This design comes from an exercise in tuning for small area, a short achievable clock period and few clock cycles per item on the open sky130 flow, not from production work.
No run shown here included a check of the RTL's function; only the layout flow was run.
Power and IR drop assume default switching activity.

$ cat design/flow/constraint.sdc
create_clock -name core_clock -period 5.0 [get_ports {clk_i}]
set_input_delay 1.0000 -clock core_clock [delete_from_list [all_inputs] [get_ports {clk_i}]]
set_output_delay 1.0000 -clock core_clock [all_outputs]
set_load 0.01 [all_outputs]
$ cat design/flow/flow/run.sh
#!/bin/bash
# The standard layout (standard.sh, the standard flow's own ORFS run) with these ORFS
# settings changed; make's full output goes to make.log here, each ORFS step's
# log to orfs/logs.
set -euo pipefail
export BUFFER_PORTS_ARGS="-buffer_cell sky130_fd_sc_hd__buf_1"
export SKIP_GATE_CLONING=1
bash standard.sh > make.log 2>&1
$ cat design/flow/standard.sh
#!/bin/bash
# synth_recipe.tcl (not shown) runs the flow's synth.tcl, then flattens the netlist and writes it again
# the make line also repeats each setting of config.mk as NAME=value (left out here)
make -C /OpenROAD-flow-scripts/flow DESIGN_CONFIG=/design/flow/config.mk WORK_HOME=/design/flow/orfs CLKGATE_MAP_FILE= SYNTH_SCRIPT=/design/flow/synth_recipe.tcl "${@:-finish}"
$ cat design/flow/design.v
package stt_pkg;
  localparam int unsigned LineBits   = 16;
  localparam int unsigned ColBits    = 16;
  localparam int unsigned OffsetBits = 32;
  localparam int unsigned LengthBits = 16;
  localparam int unsigned KindBits   = 5;
  typedef logic [LineBits-1:0]   line_t;
  typedef logic [ColBits-1:0]    col_t;
  typedef logic [OffsetBits-1:0] offset_t;
  typedef logic [LengthBits-1:0] length_t;
  localparam logic [7:0] ChNul   = 8'h00;
  localparam logic [7:0] ChTab   = 8'h09;
  localparam logic [7:0] ChLf    = 8'h0A;
  localparam logic [7:0] ChCr    = 8'h0D;
  localparam logic [7:0] ChSpace = 8'h20;
  localparam logic [7:0] ChBang  = 8'h21;
  localparam logic [7:0] ChDot   = 8'h2E;
  localparam logic [7:0] ChEq    = 8'h3D;
  localparam logic [7:0] ChUnder = 8'h5F;
  typedef enum logic [KindBits-1:0] {
    TK_ILLEGAL  = 5'd0,
    TK_EOF      = 5'd1,
    TK_IDENT    = 5'd2,
    TK_INT      = 5'd3,
    TK_DOUBLE   = 5'd4,
    TK_ASSIGN   = 5'd5,
    TK_EQ       = 5'd6,
    TK_BANG     = 5'd7,
    TK_NOT_EQ   = 5'd8,
    TK_PLUS     = 5'd9,
    TK_MINUS    = 5'd10,
    TK_ASTERISK = 5'd11,
    TK_SLASH    = 5'd12,
    TK_MODULO   = 5'd13,
    TK_SEMI     = 5'd14,
    TK_LPAREN   = 5'd15,
    TK_RPAREN   = 5'd16,
    TK_COMMA    = 5'd17,
    TK_LBRACE   = 5'd18,
    TK_RBRACE   = 5'd19,
    TK_LT       = 5'd20,
    TK_GT       = 5'd21
  } token_kind_e;
  typedef enum logic [2:0] {
    MODE_IDLE   = 3'd0,
    MODE_IDENT  = 3'd1,
    MODE_NUM    = 3'd2,
    MODE_NUMDOT = 3'd3,
    MODE_EQ     = 3'd4,
    MODE_BANG   = 3'd5
  } scan_mode_e;
  typedef struct packed {
    token_kind_e kind;
    line_t       line;
    col_t        col;
    offset_t     offset;
    length_t     len;
    logic        last;
  } tok_t;
  function automatic logic is_alpha(input logic [7:0] c);
    is_alpha = ((c >= 8'h61 && c <= 8'h7A) || (c >= 8'h41 && c <= 8'h5A) || (c == stt_pkg::ChUnder));
  endfunction
  function automatic logic is_digit(input logic [7:0] c);
    is_digit = (c >= 8'h30 && c <= 8'h39);
  endfunction
  function automatic logic is_space(input logic [7:0] c);
    is_space = ((c == stt_pkg::ChSpace) || (c == stt_pkg::ChTab) || (c == stt_pkg::ChLf) || (c == stt_pkg::ChCr));
  endfunction
  function automatic token_kind_e single_kind(input logic [7:0] c);
    token_kind_e k;
    unique case (c)
      8'h2B:   k = stt_pkg::TK_PLUS;
      8'h2D:   k = stt_pkg::TK_MINUS;
      8'h2A:   k = stt_pkg::TK_ASTERISK;
      8'h2F:   k = stt_pkg::TK_SLASH;
      8'h25:   k = stt_pkg::TK_MODULO;
      8'h3B:   k = stt_pkg::TK_SEMI;
      8'h28:   k = stt_pkg::TK_LPAREN;
      8'h29:   k = stt_pkg::TK_RPAREN;
      8'h2C:   k = stt_pkg::TK_COMMA;
      8'h7B:   k = stt_pkg::TK_LBRACE;
      8'h7D:   k = stt_pkg::TK_RBRACE;
      8'h3C:   k = stt_pkg::TK_LT;
      8'h3E:   k = stt_pkg::TK_GT;
      default: k = stt_pkg::TK_ILLEGAL;
    endcase
    single_kind = k;
  endfunction
  localparam int unsigned TokBits = KindBits + LineBits + ColBits + OffsetBits + LengthBits + 1;
  function automatic logic [TokBits-1:0] mk_tok(input token_kind_e kind, input line_t line,
                                                input col_t col, input offset_t offset,
                                                input length_t len);
    mk_tok = {kind, line, col, offset, len, 1'b0};
  endfunction
endpackage
module source_text_tokenizer (
  input  logic                             clk_i,
  input  logic                             rst_ni,
  input  logic                             txt_valid_i,
  output logic                             txt_ready_o,
  input  logic [7:0]                       txt_char_i,
  input  logic                             txt_end_i,
  output logic                             tok_valid_o,
  input  logic                             tok_ready_i,
  output logic [stt_pkg::KindBits-1:0]     tok_kind_o,
  output logic [stt_pkg::LineBits-1:0]     tok_line_o,
  output logic [stt_pkg::ColBits-1:0]      tok_col_o,
  output logic [stt_pkg::OffsetBits-1:0]   tok_offset_o,
  output logic [stt_pkg::LengthBits-1:0]   tok_length_o,
  output logic                             tok_last_o
);
  typedef struct packed {
    logic       e;
    logic       al;
    logic       dg;
    logic       dt;
    logic       eq;
    logic       bg;
    logic       lf;
    logic       sg;
    logic [4:0] sk;
  } cls_t;
  typedef struct packed {
    logic id;
    logic num;
    logic dot;    
    logic op;     
  } mode_t;
  typedef struct packed {
    logic       v;       
    logic       last;
    logic       fin;     
    logic       stp;     
    logic [4:0] kind;
  } pres_t;
  typedef struct packed {
    pres_t      p;
    logic       sb;      
    logic [1:0] lsm;     
  } pinfo_t;
  function automatic cls_t classify(input logic [7:0] c, input logic end_i);
    cls_t r;
    logic e;
    e    = end_i || (c == stt_pkg::ChNul);
    r.e  = e;
    r.al = !e && stt_pkg::is_alpha(c);
    r.dg = !e && stt_pkg::is_digit(c);
    r.dt = !e && (c == stt_pkg::ChDot);
    r.eq = !e && (c == stt_pkg::ChEq);
    r.bg = !e && (c == stt_pkg::ChBang);
    r.lf = !e && (c == stt_pkg::ChLf);
    r.sg = !e && !stt_pkg::is_alpha(c) && !stt_pkg::is_digit(c) && !stt_pkg::is_space(c) &&
           (c != stt_pkg::ChEq) && (c != stt_pkg::ChBang);
    r.sk = stt_pkg::single_kind(c);
    classify = r;
  endfunction
  function automatic pinfo_t present(input cls_t x, input logic vld, input mode_t m,
                                    input logic bang, input logic seen, input logic ph);
    pinfo_t r;
    logic hold_dot, a_ex, c_ex, c_idle, special, sp_x, sa;
    hold_dot = m.num && x.dt && !seen;
    a_ex     = (m.id && !x.al) || (m.num && !x.dg && !hold_dot) || (m.dot && !x.dg) || m.op;
    c_ex     = x.e || (x.sg && !hold_dot);
    c_idle   = x.e || x.sg;
    special  = m.dot && !x.dg;
    sp_x     = !(x.e || x.al || x.dg || x.eq || x.bg || x.sg);
    sa       = a_ex && !ph;
    r.sb     = special && ph;
    r.p.v    = vld && (a_ex || c_ex);
    if (sa) begin
      r.p.last = !special && !c_ex;
      r.p.fin  = !special && !c_ex;
      r.p.stp  = 1'b0;
      r.lsm    = 2'd1;
      if (m.id)       r.p.kind = stt_pkg::TK_IDENT;
      else if (m.op)  r.p.kind = bang ? (x.eq ? stt_pkg::TK_NOT_EQ : stt_pkg::TK_BANG)
                                      : (x.eq ? stt_pkg::TK_EQ : stt_pkg::TK_ASSIGN);
      else            r.p.kind = (m.num && seen) ? stt_pkg::TK_DOUBLE : stt_pkg::TK_INT;
    end else if (r.sb) begin
      r.p.last = !c_idle;
      r.p.fin  = sp_x;
      r.p.stp  = !sp_x;
      r.lsm    = 2'd1;
      r.p.kind = stt_pkg::TK_ILLEGAL;
    end else begin
      r.p.last = 1'b1;
      r.p.fin  = 1'b1;
      r.p.stp  = 1'b0;
      r.lsm    = {1'b0, !x.e};
      r.p.kind = x.e ? stt_pkg::TK_EOF : x.sk;
    end
    present = r;
  endfunction
  logic cur_vld_q, skd_vld_q, cur_vld_d;
  cls_t cur_q, skd_q, in_cls, cur_d;
  mode_t            mode_q, mode_d;
  logic             bang_q, bang_d;    
  logic             seen_q, seen_d;    
  stt_pkg::line_t   line_q, line_d;
  stt_pkg::col_t    col_q, col_d, ocol_q;
  stt_pkg::offset_t off_q, off_d, ooff_q;
  stt_pkg::length_t olen_q, run_d, len_d;
  logic             ph_q, ph_d;        
  pres_t            pr_q;
  pinfo_t           pr_d;
  logic             idle_d;
  logic hold_dot, absorbed, start;
  logic take, consume, step, cur_free, in_xfer;
  logic adv, two, lf_adv, radv;
  logic off_top, col_top, run_top, oc1, cc1, rc1;
  assign hold_dot = mode_q.num && cur_q.dt && !seen_q;
  assign absorbed = (mode_q.id && cur_q.al) || (mode_q.num && cur_q.dg) || hold_dot ||
                    (mode_q.dot && cur_q.dg) || (mode_q.op && cur_q.eq);
  assign start    = !cur_q.e && !absorbed && (cur_q.al || cur_q.dg || cur_q.eq || cur_q.bg);
  assign tok_valid_o  = pr_q.v;
  assign tok_kind_o   = pr_q.kind;
  assign tok_last_o   = pr_q.last;
  assign tok_line_o   = line_q;
  assign tok_col_o    = ocol_q;
  assign tok_offset_o = ooff_q;
  assign tok_length_o = olen_q;
  assign take     = pr_q.v && tok_ready_i;
  assign step     = take && pr_q.stp;
  assign consume  = (cur_vld_q && !pr_q.v) || (take && pr_q.fin);
  assign cur_free = !cur_vld_q || consume;
  assign txt_ready_o = !skd_vld_q;
  assign in_xfer     = txt_valid_i && !skd_vld_q;
  assign in_cls      = classify(txt_char_i, txt_end_i);
  assign adv    = step || (consume && !cur_q.e && !hold_dot);
  assign two    = consume && mode_q.dot;
  assign lf_adv = consume && cur_q.lf;
  assign radv   = consume && (mode_q.id || mode_q.num || mode_q.dot) && absorbed && !hold_dot;
  assign off_top = &off_q[31:1];
  assign col_top = &col_q[15:1];
  assign run_top = &olen_q[15:1];
  assign oc1     = adv && !off_top && (two || off_q[0]);
  assign cc1     = adv && !col_top && (two || col_q[0]);
  assign rc1     = radv && !run_top && (mode_q.dot || olen_q[0]);
  always_comb begin
    cur_vld_d = cur_vld_q;
    cur_d     = cur_q;
    if (cur_free) begin
      cur_vld_d = skd_vld_q || in_xfer;
      cur_d     = skd_vld_q ? skd_q : in_cls;
    end
    ph_d = ph_q;
    if (consume || step) begin
      ph_d = 1'b0;
    end else if (take) begin
      ph_d = 1'b1;
    end
    off_d[0] = adv ? (off_top || (off_q[0] ^ !two)) : off_q[0];
    for (int i = 1; i < 32; i++) begin
      off_d[i] = off_q[i] ^ (oc1 && (&(off_q | ~((32'd1 << i) - 32'd2))));
    end
    line_d[0] = line_q[0] ^ (lf_adv && !(&line_q));
    for (int i = 1; i < 16; i++) begin
      line_d[i] = line_q[i] ^ (lf_adv && !(&line_q) && (&(line_q | ~((16'd1 << i) - 16'd1))));
    end
    col_d[0] = lf_adv || (adv ? (col_top || (col_q[0] ^ !two)) : col_q[0]);
    for (int i = 1; i < 16; i++) begin
      col_d[i] = !lf_adv && (col_q[i] ^ (cc1 && (&(col_q | ~((16'd1 << i) - 16'd2)))));
    end
    if (consume && start) begin
      run_d = stt_pkg::length_t'(1);
    end else begin
      run_d[0] = radv ? (run_top || (olen_q[0] ^ !mode_q.dot)) : olen_q[0];
      for (int i = 1; i < 16; i++) begin
        run_d[i] = olen_q[i] ^ (rc1 && (&(olen_q | ~((16'd1 << i) - 16'd2))));
      end
    end
    mode_d = mode_q;
    bang_d = bang_q;
    seen_d = seen_q;
    if (step) begin
      mode_d.dot = 1'b0;
    end else if (consume) begin
      mode_d.id  = start ? cur_q.al : (mode_q.id && cur_q.al);
      mode_d.num = start ? cur_q.dg : (mode_q.num && cur_q.dg) || (mode_q.dot && cur_q.dg);
      mode_d.dot = hold_dot;
      mode_d.op  = start && (cur_q.eq || cur_q.bg);
      if (start) begin
        bang_d = cur_q.bg;
        seen_d = 1'b0;
      end else if (mode_q.dot && cur_q.dg) begin
        seen_d = 1'b1;
      end
    end
    pr_d   = present(cur_d, cur_vld_d, mode_d, bang_d, seen_d, ph_d);
    idle_d = !(mode_d.id || mode_d.num || mode_d.dot || mode_d.op);
    if (cur_free) begin
      if (idle_d)         len_d = {15'd0, !cur_d.e};
      else if (mode_d.op) len_d = {14'd0, cur_d.eq, !cur_d.eq};
      else                len_d = run_d;
    end else if (take) begin
      len_d = {14'd0, pr_d.lsm};
    end else begin
      len_d = olen_q;
    end
  end
  always_ff @(posedge clk_i or negedge rst_ni) begin
    if (!rst_ni) begin
      cur_vld_q <= 1'b0;
      skd_vld_q <= 1'b0;
      ph_q      <= 1'b0;
      mode_q    <= '0;
      line_q    <= stt_pkg::line_t'(1);
      col_q     <= stt_pkg::col_t'(1);
      off_q     <= '0;
      pr_q.v    <= 1'b0;
    end else begin
      cur_vld_q <= cur_vld_d;
      skd_vld_q <= cur_free ? 1'b0 : (skd_vld_q || in_xfer);
      ph_q      <= ph_d;
      mode_q    <= mode_d;
      line_q    <= line_d;
      col_q     <= col_d;
      off_q     <= off_d;
      pr_q.v    <= pr_d.p.v;
    end
  end
  always_ff @(posedge clk_i) begin
    cur_q  <= cur_d;
    if (!skd_vld_q) begin
      skd_q <= in_cls;
    end
    if ((cur_free && idle_d) || step) begin
      ocol_q <= col_d;
      ooff_q <= off_d;
    end else if (cur_free ? (consume && start) : take) begin
      ocol_q <= {col_q[15:1], col_q[0] || (pr_d.sb && col_top)};
      ooff_q <= {off_q[31:1], off_q[0] || (pr_d.sb && off_top)};
    end
    olen_q <= len_d;
    bang_q <= bang_d;
    seen_q <= seen_d;
    {pr_q.last, pr_q.fin, pr_q.stp, pr_q.kind} <=
      {pr_d.p.last, pr_d.p.fin, pr_d.p.stp, pr_d.p.kind};
  end
endmodule
$ cat design/flow/config.mk
export PLATFORM = sky130hd
export DESIGN_NAME = source_text_tokenizer
export DESIGN_NICKNAME = source_text_tokenizer
export VERILOG_FILES = /design/flow/design.v
export SDC_FILE = /design/flow/constraint.sdc
export NUM_CORES = 4
export LEC_CHECK = 0
export CAP_MARGIN = 20
export CORE_MARGIN = 2
export CORE_UTILIZATION = 40
export CTS_BUF_LIST = sky130_fd_sc_hd__clkbuf_8
export SETUP_SLACK_MARGIN = 2.5
export SLEW_MARGIN = 20
==> results.rst, run 1 <==
.. list-table::
   :header-rows: 1

   * - Metric
     - Value
   * - Fin. max-slew vios
     - 0
   * - I/O Pins
     - a little over 100
   * - Number of register bits inferred by synthesis
     - between 150 and 200
   * - Sw Ratio
     - between 40 and 50%
   * - Die boundary height
     - 149 um
   * - Initial antenna violation count
     - 0
   * - Largest net degree at the start of global routing
     - 49
   * - Worst Hold Slack
     - ~0.46 ns
   * - DRC Markers
     - 0
   * - Worst vdd ir
     - around 0.34 mV
   * - Most common library cell in the layout ignoring fill and taps
     - sky130_fd_sc_hd__buf_1
   * - Worst Path Required
     - 5.21 ns
   * - Worst endpoint data arrival time
     - 2.90 ns
   * - Area of combinational cells with multiple inputs
     - approximately 4400 sq um
   * - Hold buffer count at CTS
     - 0
   * - Core region area
     - 20400 sq um
   * - Post-synthesis sequential area ratio
     - 53.2%
   * - Worst slew margin relative to its limit
     - 57.3%
   * - Total nets after synthesis
     - approximately 810
   * - Layout filler cell count
     - 1834
   * - Crit-path max FO
     - 10
   * - Clock skew after layout
     - between 0.015 and 0.02 ns
   * - Layout cells sized above 1
     - between 20 and 30%
   * - Startpoint type of the worst setup path
     - input pin
   * - Internal power of the cells
     - ~3600 uW
   * - Instance count of the mapped netlist
     - slightly below 800
   * - Sequential power share
     - between 30% and 40%
   * - Starting density of the core
     - between 40% and 50%
   * - Overflow left after global routing
     - 0
   * - Path class of the lowest-slack min-delay path
     - reg -> reg
   * - Ratio of routed vias to standard cells
     - between 5 and 6
   * - Type of the setup path with the least slack
     - in -> reg
   * - Later-pin clock latency in the skew report
     - approximately 0.47 ns
   * - Post-detailed-routing wire length
     - 19900 um
   * - Main synth FF type
     - sky130_fd_sc_hd__dfrtp_1
   * - Clock Tree Root
     - sky130_fd_sc_hd__clkbuf_8
   * - Final ANT Viol Nets
     - 0
   * - Vias in the first global route
     - 6094
   * - CTS clk-pin slew, worst paths
     - about 0.090 ns
   * - DP Cell Count
     - about 1100
   * - Worst setup slack before clock tree synthesis
     - roughly 1 ns
   * - Number of library cell types mapped by synthesis
     - a little under 90
   * - H-tree levels
     - 4
   * - Type of element capturing the critical path
     - flop
   * - Highest clock frequency the design can meet
     - approximately 0.37 GHz
   * - Net Switching
     - ~2500 uW
   * - DRT iter0 DRCs
     - about 360
   * - RSZ-0062 raised after global routing
     - yes
   * - Number of inserted diodes
     - 0
   * - Total negative setup slack
     - 0 ns
   * - Post-synth EDFFs
     - between 60 and 70
   * - GPL Wtd Cong
     - between 0.8 and 0.9
   * - Status
     - timing/DRC/antenna clean
   * - Area used by sequential logic in the layout
     - 4470 sq um
   * - Worst-margin pin slew
     - between 0.6 and 0.7 ns
   * - Number of clock sinks
     - around 170
   * - Share of synthesized registers carrying an async set or reset
     - 41.9%
   * - Fin crit share
     - 53.8%
   * - Part of the total power dissipated in combinational logic
     - a little under half
   * - Die area
     - about 22000 sq um
   * - Post-detailed-placement cell area
     - about 9200 sq um
   * - Final #Nets
     - around 950
   * - Commonest cells after routing, fill and taps aside
     - sky130_fd_sc_hd__buf_1 (90), sky130_fd_sc_hd__nor2_1 (74), sky130_fd_sc_hd__nand2_1 (74)
   * - Number of endpoints with negative hold slack in the final report
     - 0
   * - Warnings, synthesis
     - 1
   * - Wire length of the first global-routing pass
     - about 31000 um
   * - Die Width
     - between 100 and 150 um
   * - Overall fraction of global-route tracks in use
     - around 18%
   * - Static power due to leakage
     - between 0.004 and 0.005 uW
   * - Vias post-DR
     - 6323
   * - Site Rows
     - 52
   * - Start of the worst register-to-register path
     - pr_q[8]
   * - Detail Placement HPWL
     - about 13000 um
   * - Non-filler instance count after layout
     - 1214
   * - Tmin final
     - 2.69 ns
   * - Fraction of power consumed by the clock network
     - roughly 16%
   * - Cell Pwr Density
     - approximately 570 nW/um^2
   * - Final count of negative-setup-slack endpoints
     - 0
   * - Total of max-cap violations
     - 0
   * - Buffer levels on the longest clock path
     - 2
   * - DR WL/cell
     - around 16 um
   * - Clock tree from TritonCTS
     - done
   * - Beginning of the critical path
     - tok_ready_i
   * - Area of the mapped netlist
     - around 8400 sq um
   * - Total iterations of the first detailed-routing run
     - 4
   * - Synthesized area divided by synthesized cell count
     - approximately 11 sq um
   * - Count of input and output buffers
     - 100
   * - Area growth from synthesis to final layout
     - 28.5%
   * - Number of buffers inserted during clock tree synthesis
     - 17
   * - Final WS setup
     - around 2.3 ns
   * - Startpoint of the lowest-slack hold path
     - skd_q[3]
   * - Post-layout instance area
     - 10800 sq um
==> critical path, cell delays in order <==
cell and delay (ns):
sky130_fd_sc_hd__buf_12 0.13, sky130_fd_sc_hd__and4b_4 0.23, sky130_fd_sc_hd__nor2_4 0.15, sky130_fd_sc_hd__o31ai_4 0.12, sky130_fd_sc_hd__or4_4 0.57, sky130_fd_sc_hd__o21ai_4 0.17
sky130_fd_sc_hd__buf_12 0.17, sky130_fd_sc_hd__buf_12 0.14, sky130_fd_sc_hd__buf_12 0.13, sky130_fd_sc_hd__a31oi_2 0.08
==> through the flow <==
| stage | utilization (%) | power, uW |
|---|---|---|
| 2_1_floorplan | - | 3710 |
| 3_3_place_gp | 44.9 | 4270 |
| 3_5_place_dp | 44.9 | 4280 |
| 4_1_cts | 50.2 | 5900 |
| 5_1_grt | 52.7 | 6520 |
| 6_report | 52.7 | 6150 |
==> synthesized netlist by cell type (3+ instances only) <==
cell type | instances | area (sq um)
sky130_fd_sc_hd__mux2i_1 | 6 | 60.1
sky130_fd_sc_hd__dfxtp_1 | 35 | 701
sky130_fd_sc_hd__dfrtp_1 | 70 | 1750
sky130_fd_sc_hd__a31oi_1 | 11 | 68.8
sky130_fd_sc_hd__ha_1 | 9 | 113
sky130_fd_sc_hd__and2_1 | 6 | 37.5
sky130_fd_sc_hd__a21oi_1 | 21 | 105
sky130_fd_sc_hd__inv_1 | 24 | 90.1
sky130_fd_sc_hd__nor2_1 | 84 | 315
sky130_fd_sc_hd__xor2_1 | 47 | 412
sky130_fd_sc_hd__or3_1 | 5 | 31.3
sky130_fd_sc_hd__xnor2_1 | 47 | 412
sky130_fd_sc_hd__and4_1 | 3 | 26.3
sky130_fd_sc_hd__a22oi_1 | 3 | 22.5
sky130_fd_sc_hd__buf_6 | 3 | 33.8
sky130_fd_sc_hd__nor4_1 | 9 | 56.3
sky130_fd_sc_hd__and3_1 | 10 | 62.6
sky130_fd_sc_hd__nor3_2 | 3 | 30.0
sky130_fd_sc_hd__mux2_2 | 13 | 146
sky130_fd_sc_hd__nor3_1 | 20 | 100
sky130_fd_sc_hd__nand4_1 | 11 | 68.8
sky130_fd_sc_hd__clkbuf_1 | 14 | 52.6
sky130_fd_sc_hd__nor4b_1 | 3 | 26.3
sky130_fd_sc_hd__nand3b_1 | 4 | 30.0
sky130_fd_sc_hd__buf_2 | 6 | 30.0
sky130_fd_sc_hd__o21ai_0 | 26 | 130
sky130_fd_sc_hd__buf_4 | 9 | 67.6
sky130_fd_sc_hd__o31ai_1 | 13 | 97.6
sky130_fd_sc_hd__edfxtp_1 | 65 | 1950
sky130_fd_sc_hd__nand2b_1 | 7 | 43.8
sky130_fd_sc_hd__nand3_1 | 39 | 195
sky130_fd_sc_hd__nand2_1 | 85 | 319
sky130_fd_sc_hd__a21boi_0 | 3 | 22.5
==> cells by family after synthesis <==
logic type,Yosys count,synth area share (%)
and+or+nand+nor,315,19.4
muxes,19,2.46
DFF,172,53.2
xor gates and xnor gates,94,9.82
buffers and inverters,60,3.46
adders and majority gates,9,1.34
AOI/OAI and AO/OA,116,10.3
==> metal layers <==
layer | GRT usage (%) | vias up | wire [um]
met5 | 0 | - | 0
met1 | 25.2 | 3075 | 9500
met2 | 28.1 | 139 | 9310
met3 | 4.01 | 17 | 886
met4 | 4.48 | 0 | 174
li1 | - | 3092 | -
==> power groups by stage <==
stage	combinational [uW]	clock (uW)	sequential, uW
floorplan	1320	0	2390
global placement	1950	0	2330
detailed placement	1960	0	2320
CTS	2600	1000	2290
global route	3120	1060	2340
finish	2880	973	2290
==> worst paths after layout <==
check	cells past startpoint	endpoint	slack [ns]
max in group asynchronous	2	skd_vld_q	3.48
hold reg to reg	2	skd_q[3]	0.46
setup reg to reg	10	ocol_q[0]	2.37
hold / removal	2	skd_q[3]	0.46
setup / recovery	10	ocol_q[0]	2.31
min in group asynchronous	1	off_q[30]	0.47
==> registers in the layout, indices dropped and copies added (netlist names), 4 cells and up <==
register  cells
ocol_q       16
mode_q        4
line_q       16
skd_q        13
off_q        32
col_q        16
ooff_q       32
pr_q          9
olen_q       16
cur_q        13
==> layout make-up <==
type	count	area share (%)
repair buffers	162	9.68
inverters	25	0.941
flip-flops and latches	172	41.5
well taps	270	3.14
multi-input cells	553	41.2
clock inverters	15	1.39
clock buffers	17	2.17
==> repair_timing <==
action                     in CTS  in global routing
setup buffers                  32                 23
setup endpoints to repair     160                125
resized for setup              91                 77
pin swaps                      25                 22
==> run 2, diff against run 1 <==
--- a/design/flow/config.mk
+++ b/design/flow/config.mk
@@ -10,4 +10,4 @@
 export CORE_UTILIZATION = 40
 export CTS_BUF_LIST = sky130_fd_sc_hd__clkbuf_8
-export SETUP_SLACK_MARGIN = 2.5
+export SETUP_SLACK_MARGIN = 2.25
 export SLEW_MARGIN = 20
==> run 2 against run 1 <==
Against the previous run: hold slack lost 0.086 ns; utilization down 3.8 points; critical endpoint is now ooff_q[9]; largest power group unchanged; maximum frequency decreased by 0.58%; count of clock-buffer cells in the layout did not move.
==> results.rst, run 2 <==
.. list-table::
   :header-rows: 1

   * - Metric
     - Value
   * - GPL Wtd Cong
     - 0.828
   * - Number of endpoints with negative hold slack in the final report
     - 0
   * - Instance count of the mapped netlist
     - 785
   * - Buffer levels on the longest clock path
     - 2
   * - Post-synthesis sequential area ratio
     - a little over half
   * - Warnings, synthesis
     - 1
   * - Die area
     - roughly 22000 sq um
   * - Fin crit share
     - a little over half
   * - Vias post-DR
     - slightly above 6000
   * - Sequence of cells on the critical path
     - buf_6 > and4b_4 > nor3_4 > nor3_4 > or4_4 > o21ai_4 > buf_12 > buf_8 > nand2_1 > xnor2_1
   * - Final ANT Viol Nets
     - 0
   * - Status
     - timing/DRC/antenna clean
   * - Largest net degree at the start of global routing
     - 66
   * - Part of the total power dissipated in combinational logic
     - about two fifths
   * - Number of library cell types mapped by synthesis
     - a little under 90
   * - DP Cell Count
     - between 1000 and 1500
   * - Most Frequent Cell on Critical Path
     - sky130_fd_sc_hd__nor3_4
   * - Path class of the lowest-slack min-delay path
     - in -> async
   * - Sw Ratio
     - approximately two fifths
   * - Post-detailed-routing wire length
     - around 19000 um
   * - Final count of negative-setup-slack endpoints
     - 0
   * - Internal power of the cells
     - 3270 uW
   * - Top area cells in the synthesized netlist
     - sky130_fd_sc_hd__edfxtp_1 (23%), sky130_fd_sc_hd__dfrtp_1 (21%), sky130_fd_sc_hd__dfxtp_1 (8.4%), sky130_fd_sc_hd__xnor2_1 (4.9%), sky130_fd_sc_hd__xor2_1 (4.9%)
   * - Area of the mapped netlist
     - 8380 sq um
   * - DR WL/cell
     - about 16 um
   * - Total negative setup slack
     - 0 ns
   * - Slowest cell on crit path
     - sky130_fd_sc_hd__or4_4
   * - DRT iter0 DRCs
     - 371
   * - Non-filler instance count after layout
     - 1187
   * - CTS clk-pin slew, worst paths
     - 0.11 ns
   * - Commonest cells in the netlist
     - sky130_fd_sc_hd__nand2_1 (85), sky130_fd_sc_hd__nor2_1 (84), sky130_fd_sc_hd__dfrtp_1 (70), sky130_fd_sc_hd__edfxtp_1 (65)
   * - Delay of the slowest cell on the worst path
     - 0.56 ns
   * - Final #Nets
     - approximately 900
   * - Net Switching
     - between 2000 and 2500 uW
   * - Highest clock frequency the design can meet
     - between 0.3 and 0.4 GHz
   * - H-tree levels
     - 4
   * - Top cell family by delay on the critical path
     - simple AND/OR/NAND/NOR gates
   * - Main synth FF type
     - sky130_fd_sc_hd__dfrtp_1
   * - Crit-path max FO
     - 14
   * - Number of register bits inferred by synthesis
     - 172
   * - Clock tree from TritonCTS
     - done
   * - Vias in the first global route
     - 5740
   * - Worst setup slack before clock tree synthesis
     - ~1.2 ns
   * - Fraction of power consumed by the clock network
     - between 10% and 20%
   * - Type of the setup path with the least slack
     - in -> reg
   * - Overall fraction of global-route tracks in use
     - 17.2%
   * - Die boundary height
     - 149 um
   * - Yosys top cell area share
     - between 20% and 30%
   * - Cell Pwr Density
     - around 560 nW/um^2
   * - Share of the core filled with cells
     - ~49%
   * - RSZ-0062 raised after global routing
     - yes
   * - Worst path bufs/invs
     - 3
   * - Area of combinational cells with multiple inputs
     - about 4000 sq um
   * - Later-pin clock latency in the skew report
     - 0.47 ns
   * - Type of element capturing the critical path
     - flop
   * - Worst Hold Slack
     - roughly 0.37 ns
   * - Clock Tree Root
     - sky130_fd_sc_hd__clkbuf_8
   * - Starting density of the core
     - between 40% and 50%
   * - Commonest cells after routing, fill and taps aside
     - sky130_fd_sc_hd__buf_1 (91), sky130_fd_sc_hd__nand2_1 (82), sky130_fd_sc_hd__nor2_1 (81)
   * - Number of buffers inserted during clock tree synthesis
     - 17
   * - Wire length of the first global-routing pass
     - approximately 30000 um
   * - Fin. max-slew vios
     - 0
   * - Total iterations of the first detailed-routing run
     - 5
   * - Dominant cell by count in the synthesized netlist
     - sky130_fd_sc_hd__nand2_1
   * - Share of synthesized registers carrying an async set or reset
     - 41.9%
   * - Synthesized area divided by synthesized cell count
     - between 10 and 15 sq um
   * - Static power due to leakage
     - ~0.004 uW
   * - Number of inserted diodes
     - 0
   * - Most common library cell in the layout ignoring fill and taps
     - sky130_fd_sc_hd__buf_1
   * - Worst endpoint data arrival time
     - a little under 3 ns
   * - Worst Path Required
     - around 5.2 ns
   * - Worst-margin pin slew
     - 0.864 ns
   * - Layout cells sized above 1
     - a little under a fifth
   * - Sequential power share
     - 41.1%
   * - Count of input and output buffers
     - 100
   * - Worst slew margin relative to its limit
     - a little over two fifths
   * - Startpoint type of the worst setup path
     - input pin
   * - Clock skew after layout
     - between 0.015 and 0.02 ns
   * - Number of clock sinks
     - between 150 and 200
   * - Post-synth EDFFs
     - 65
   * - Tmin final
     - between 2 and 3 ns
   * - Total nets after synthesis
     - approximately 800
   * - Initial antenna violation count
     - 0
   * - Area used by sequential logic in the layout
     - 4460 sq um
   * - Overflow left after global routing
     - 0
   * - Die Width
     - ~150 um
   * - DRC Markers
     - 0
   * - Area growth from synthesis to final layout
     - 19.3%
   * - Total of max-cap violations
     - 0
   * - Largest area contributor in the netlist
     - sky130_fd_sc_hd__edfxtp_1
   * - Detail Placement HPWL
     - around 13000 um
   * - Ratio of routed vias to standard cells
     - 5.21
   * - I/O Pins
     - between 100 and 150
   * - Site Rows
     - 52
   * - Core region area
     - ~20000 sq um
   * - Final WS setup
     - around 2.3 ns
   * - Layout filler cell count
     - a little under 2000
   * - Top flop regs
     - off_q (32), ooff_q (32)
   * - Worst vdd ir
     - around 0.27 mV
[run 2: cell count changes in the layout (fill, tap and decap cells not counted), sizes merged]
cell,before,now
clkbuf,20,22
bufinv,1,0
buf,159,130
clkinv,2,4
clkinvlp,3,4
inv,34,32
[run 2: logic make-up (layout without fill, tap and decap cells)]
family	count (synthesis)	after routing	synth area share (%)
AOI/OAI and AO/OA	116	116	10.3
buffers and inverters	60	192	3.46
muxes	19	19	2.46
adders and majority gates	9	9	1.34
DFF	172	172	53.2
and+or+nand+nor	315	315	19.4
xor gates and xnor gates	94	94	9.82
[run 2: layout make-up]
cell class                 instances  share of cell area (%)
tap                              270                    3.38
inverter                          25                   0.976
timing repair buffer             135                    7.21
multi-input combinational        553                    40.0
clock buffer                      17                    2.34
clock inverter                    15                    1.53
sequential                       172                    44.6
[run 2: layer usage]
layer	track usage [%]	up-vias	routed length [um]
met5	0	-	0
met4	5.81	0	332
met3	3.36	29	764
met2	25.3	140	8540
met1	25.3	2980	9240
li1	-	3036	-
[run 2: final timing paths]
check,start,endpoint,slack [ns],cells past startpoint
max in group asynchronous,rst_ni,col_q[10],3.55,2
min reg2reg,skd_q[3],skd_q[3],0.46,2
max reg2reg,mode_q[2],ooff_q[9],2.31,9
min in group core_clock,skd_q[3],skd_q[3],0.46,2
min,rst_ni,pr_q[8],0.37,1
max,tok_ready_i,ooff_q[9],2.29,10
[run 2: timing repair]
item	4_1_cts	5_1_grt
buffers inserted	9	19
pin swaps	5	5
gates resized for setup	28	39
hold buffers	0	0
setup endpoints to repair	131	105
[run 2: power groups by stage]
| stage | clock [uW] | sequential, uW | combinational [uW] |
|---|---|---|---|
| detailed placement | 0 | 2330 | 1920 |
| floorplan | 0 | 2380 | 1290 |
| CTS | 979 | 2290 | 2100 |
| global route | 1040 | 2350 | 2550 |
| finish | 956 | 2300 | 2340 |
| global placement | 0 | 2330 | 1910 |
[run 2: worst reg2reg max path: stages (launching register included)]
cell,delay (ns)
sky130_fd_sc_hd__dfrtp_1,0.52
sky130_fd_sc_hd__nand3b_1,0.28
sky130_fd_sc_hd__nand4_2,0.24
sky130_fd_sc_hd__a211oi_4,0.11
sky130_fd_sc_hd__or4_4,0.58
sky130_fd_sc_hd__o21ai_4,0.18
sky130_fd_sc_hd__buf_12,0.17
sky130_fd_sc_hd__buf_8,0.16
sky130_fd_sc_hd__nand2_1,0.07
sky130_fd_sc_hd__xnor2_1,0.14
[run 2: metrics by stage]
stage	power, uW	instance area (sq um)
finish	5600	10000
global route	5930	10000
CTS	5370	9640
detailed placement	4250	9060
global placement	4240	9060
floorplan	3680	8520

==> what the ideal ports hide <==
In the flow no input, the clock included, has a driving cell. The finished layouts below were timed again as built, in two steps.
Step 1, drivers: a clkbuf_16 drives clk_i and a buf_2 each remaining input, both assumed.
Step 2 moves the port delays by t, midway between the first and last clock arrival at a register: inputs arrive t later, outputs are due t later. That takes back most of the time a late clock gives input paths.
a / b / c = ideal / step 1 / step 2; a / b = the first two.
| run | shift t [ns] | setup WS [ns] | worst hold slack (ns) | worst setup path at the end | worst register clock-pin slew, ns |
|---|---|---|---|---|---|
| run 1 | 0.499 | 2.308 / 2.282 / 1.783 | 0.460 / 0.449 / 0.460 | input to register | 0.10 / 0.10 |
| run 2 | 0.510 | 2.292 / 2.274 / 1.764 | 0.374 / 0.356 / 0.456 | input to register | 0.11 / 0.11 |
After both steps setup and hold are still met in every run listed. The setup slack of run 2, which loses most, moves by -0.018 ns with the drivers and by -0.528 ns with both steps.
